Background: an optimization exercise with open tools, aiming at small area, a short achievable clock period and few clock cycles per item. Do not read the settings as production practice. In this exercise RTL edits were held to simulation tests only and were not proved equivalent to the original.

## run A
==> flow/design.v (excerpt) <==
module multDivUnit (
  input  logic        clk,
  input  logic        reset,
  input  logic [2:0]  reqOp,
  input  logic [31:0] reqLOp,
  input  logic [31:0] reqROp,
  input  logic        reqValid,
  output logic        reqCredit,
  output logic [31:0] respResult,
  output logic        respDivByZero,
  output logic        respDivOverflow,
  output logic        respValid,
  input  logic        respCredit
);
clock: 6.0 ns
lec_check: 0
cap_margin: 20
core_margin: 2
core_utilization: 40
cts_buf_list: sky130_fd_sc_hd__clkbuf_8
setup_slack_margin: 1.5
slew_margin: 20
standard.sh (not shown) runs the stock make flow with config.mk's settings and CLKGATE_MAP_FILE= SYNTH_SCRIPT=/design/flow/synth_recipe.tcl, a recipe that flattens the netlist after the stock synthesis.
==> flow/flow/run.sh <==
#!/bin/bash
# Layout flow: the standard flow (standard.sh) with two changes.
#  1. After the standard synthesis, the combinational logic is mapped again
#     by ABC for delay (flow/abc_fast.script). The flip-flops are left as
#     the standard synthesis made them (same cells, same names), and the
#     netlist is finished like the standard one (tie cells, buffered
#     pass-through wires).
#  2. The port buffers placed before global placement are the smallest
#     buffer cell instead of the tool's default pick. Every port still gets
#     one.
# Each tool's output goes to a log file of its own in this folder.
set -euo pipefail
export BUFFER_PORTS_ARGS="-buffer_cell sky130_fd_sc_hd__buf_1"
RES=orfs/results/sky130hd/multDivUnit/base
LOGS=orfs/logs/sky130hd/multDivUnit/base
LIB=$FLOW_HOME/platforms/sky130hd/lib/sky130_fd_sc_hd__tt_025C_1v80.lib
YOSYS=$FLOW_HOME/../tools/install/yosys/bin/yosys
[[ -x $YOSYS ]] || YOSYS=yosys
DELAY_PS=3500

# 1. standard synthesis
bash standard.sh synth > synth.log 2>&1
cp $RES/1_2_yosys.v remap_in.v

# only the flip-flop cells that flow/stubs.v describes may appear
SEQ=$(grep -oE "^\s*sky130_fd_sc_hd__\w+" remap_in.v | sort -u | grep -E "__(e?dfx|df[rsb]|sdf|dl[xr]|dlclkp)" | tr -d ' ' | tr '\n' ' ')
for c in $SEQ; do
  grep -q "module $c " flow/stubs.v || { echo "unexpected sequential cell $c" >&2; exit 1; }
done
# the platform's don't-use cells, as the standard synthesis passed them to ABC
DONT_USE=$(grep -m1 -oE "^abc -script .*" $LOGS/1_2_yosys.log | grep -oE -- "-dont_use [^ ]+" | tr '\n' ' ')
sed "s/{D}/$DELAY_PS/g" flow/abc_fast.script > abc_fast.script
cat > remap.ys <<EOT
read_liberty -ignore_miss_func $LIB
delete $SEQ
read_verilog flow/stubs.v
read_verilog remap_in.v
hierarchy -top multDivUnit
flatten
opt_clean -purge
abc -liberty $LIB $DONT_USE -D $DELAY_PS -script abc_fast.script
read_liberty -lib -ignore_redef $LIB
setundef -zero
splitnets
opt_clean -purge
hilomap -singleton -hicell sky130_fd_sc_hd__conb_1 HI -locell sky130_fd_sc_hd__conb_1 LO
insbuf -buf sky130_fd_sc_hd__buf_4 A X
check -assert -mapped
stat -liberty $LIB
write_verilog -noattr -nohex -nodec remapped.v
EOT
$YOSYS -s remap.ys > remap.log 2>&1
# the flip-flops must be the standard synthesis's, cell for cell and name for name
diff <(grep -oE "sky130_fd_sc_hd__(e?dfx|df[rsb]|sdf|dl[xr]|dlclkp)\w* \S+" remap_in.v | sort) \
     <(grep -oE "sky130_fd_sc_hd__(e?dfx|df[rsb]|sdf|dl[xr]|dlclkp)\w* \S+" remapped.v | sort) > ff_diff.txt
cp remapped.v $RES/1_2_yosys.v
rm -f $RES/1_synth.odb $RES/1_synth.sdc

# 2. the rest of the standard flow on the remapped netlist
bash standard.sh finish > layout.log 2>&1
==> flow/flow/abc_fast.script <==
strash
dch
map -D {D}
buffer -p
upsize -D {D}
dnsize -D {D}
Other scripts of this flow, unchanged in this note and not shown: flow/flow/stubs.v
Testbench counts of run A, summed over its fixed seeds: cycles 34,639, ops 3,200.
### run A -> run B
-- flow/flow/run.sh --
<<< run A, line 19
DELAY_PS=3500
>>> run B, line 19
DELAY_PS=3000
<<< run A, line 26
SEQ=$(grep -oE "^\s*sky130_fd_sc_hd__\w+" remap_in.v | sort -u | grep -E "__(e?dfx|df[rsb]|sdf|dl[xr]|dlclkp)" | tr -d ' ' | tr '\n' ' ')
>>> run B, line 26
SEQ=$(grep -oE "^\s*sky130_fd_sc_hd__\w+" remap_in.v | sort -u | grep -E "__(e?s?df|dl|sdl)" | tr -d ' ' | tr '\n' ' ')
<<< run A, line 54
diff <(grep -oE "sky130_fd_sc_hd__(e?dfx|df[rsb]|sdf|dl[xr]|dlclkp)\w* \S+" remap_in.v | sort) \
     <(grep -oE "sky130_fd_sc_hd__(e?dfx|df[rsb]|sdf|dl[xr]|dlclkp)\w* \S+" remapped.v | sort) > ff_diff.txt
>>> run B, line 54
diff <(grep -oE "sky130_fd_sc_hd__(e?s?df|dl)\w* \S+" remap_in.v | sort) \
     <(grep -oE "sky130_fd_sc_hd__(e?s?df|dl)\w* \S+" remapped.v | sort) > ff_diff.txt
Findings:
Routed length on met1 sits higher in run B than in run A. Worst hold slack across all endpoints delta (run B − run A): unfavourable. Going from run A to run B, the non-clock buffer count was found to have gone down by about 4.3%. Run B vs. run A: worst reg-to-reg path cell count saw a decrease, measured slew at the worst slew-check pin shrank by 0.17 ns, aggregate routed wire length shows a reduction of 1.4%.
[inputs] run C vs run B
-- flow/flow/run.sh --
<<< run B, line 26
SEQ=$(grep -oE "^\s*sky130_fd_sc_hd__\w+" remap_in.v | sort -u | grep -E "__(e?s?df|dl|sdl)" | tr -d ' ' | tr '\n' ' ')
>>> run C, line 26
SEQ=$(grep -oE "^\s*sky130_fd_sc_hd__\w+" remap_in.v | sort -u | grep -E "__(e?dfx|df[rsb]|sdf|dl[xr]|dlclkp)" | tr -d ' ' | tr '\n' ' ')
<<< run B, line 54
diff <(grep -oE "sky130_fd_sc_hd__(e?s?df|dl)\w* \S+" remap_in.v | sort) \
     <(grep -oE "sky130_fd_sc_hd__(e?s?df|dl)\w* \S+" remapped.v | sort) > ff_diff.txt
>>> run C, line 54
diff <(grep -oE "sky130_fd_sc_hd__(e?dfx|df[rsb]|sdf|dl[xr]|dlclkp)\w* \S+" remap_in.v | sort) \
     <(grep -oE "sky130_fd_sc_hd__(e?dfx|df[rsb]|sdf|dl[xr]|dlclkp)\w* \S+" remapped.v | sort) > ff_diff.txt
-- flow/flow/abc_fast.script --
<<< run B, line 2
>>> run C, line 2
balance
rewrite
refactor
balance
rewrite -z
refactor -z
rewrite -z
balance
[summary]
- Looking only at number of fill cells in the layout, and setting everything else aside, the higher value of run C and run B goes to run B.
- Global-route wire length before repair improves in run C relative to run B.
- Timing startpoint of the critical path: A[2] -> run B, yTwo0 -> run C
- Run C vs. run B: net count after synthesis went down by 77.
- Looking at cell area across both flows, run C is the stronger of the two, with run B trailing.
--- input diff run C..run D ---
-- flow/flow/run.sh --
<<< run C, line 41
abc -liberty $LIB $DONT_USE -D $DELAY_PS -script abc_fast.script
>>> run D, line 41
abc -liberty $LIB $DONT_USE -D $DELAY_PS
==> flow/flow/abc_fast.script <==
strash
dch
map -D {D}
buffer -p
upsize -D {D}
dnsize -D {D}
Notes after the runs:
The final layouts of run C and run D pass the timing, DRC and antenna checks.
Summary of run D over run C: number of instances in the placed design shows a reduction of about 17%, overall die area shows a reduction of 0.0016 mm².
Wire length: run C and run D compared, higher one is run C
Run D reports its timing endpoint of the critical path as state[0] while run C reports Lo[0].

afterwards: timing with drivers on the ports:
The flow's constraints put no driver on any port. The routed layouts listed below were extracted and timed again, unchanged, in two steps.
Step 1: set_driving_cell puts a clkbuf_16 on clk and a buf_2 on each other input, an assumption about the parent block.
Step 2 moves the port delays by t, midway between the first and last clock arrival at a register: inputs arrive t later, outputs are due t later. That takes back most of the time a late clock gives input paths.
Slacks: no drivers / after step 1 / after step 2; pairs: no drivers / after step 1.
run	shift t [ns]	slack for setup (ns)	worst setup path at the end	clock arrival spread, ns	cell pins on the clock port's net
run A	0.542	1.613 / 1.613 / 1.306	input to register	0.019 / 0.019	1
run B	0.546	1.762 / 1.762 / 1.315	input to register	0.019 / 0.020	1
run C	0.532	1.712 / 1.712 / 1.325	input to register	0.014 / 0.015	1
run D	0.547	1.274 / 1.274 / 1.274	register to register	0.016 / 0.016	1
After both steps every run listed still meets setup and hold. For run B, which loses most, drivers alone change the setup slack by 0.000 ns; drivers and shift together by -0.447 ns.
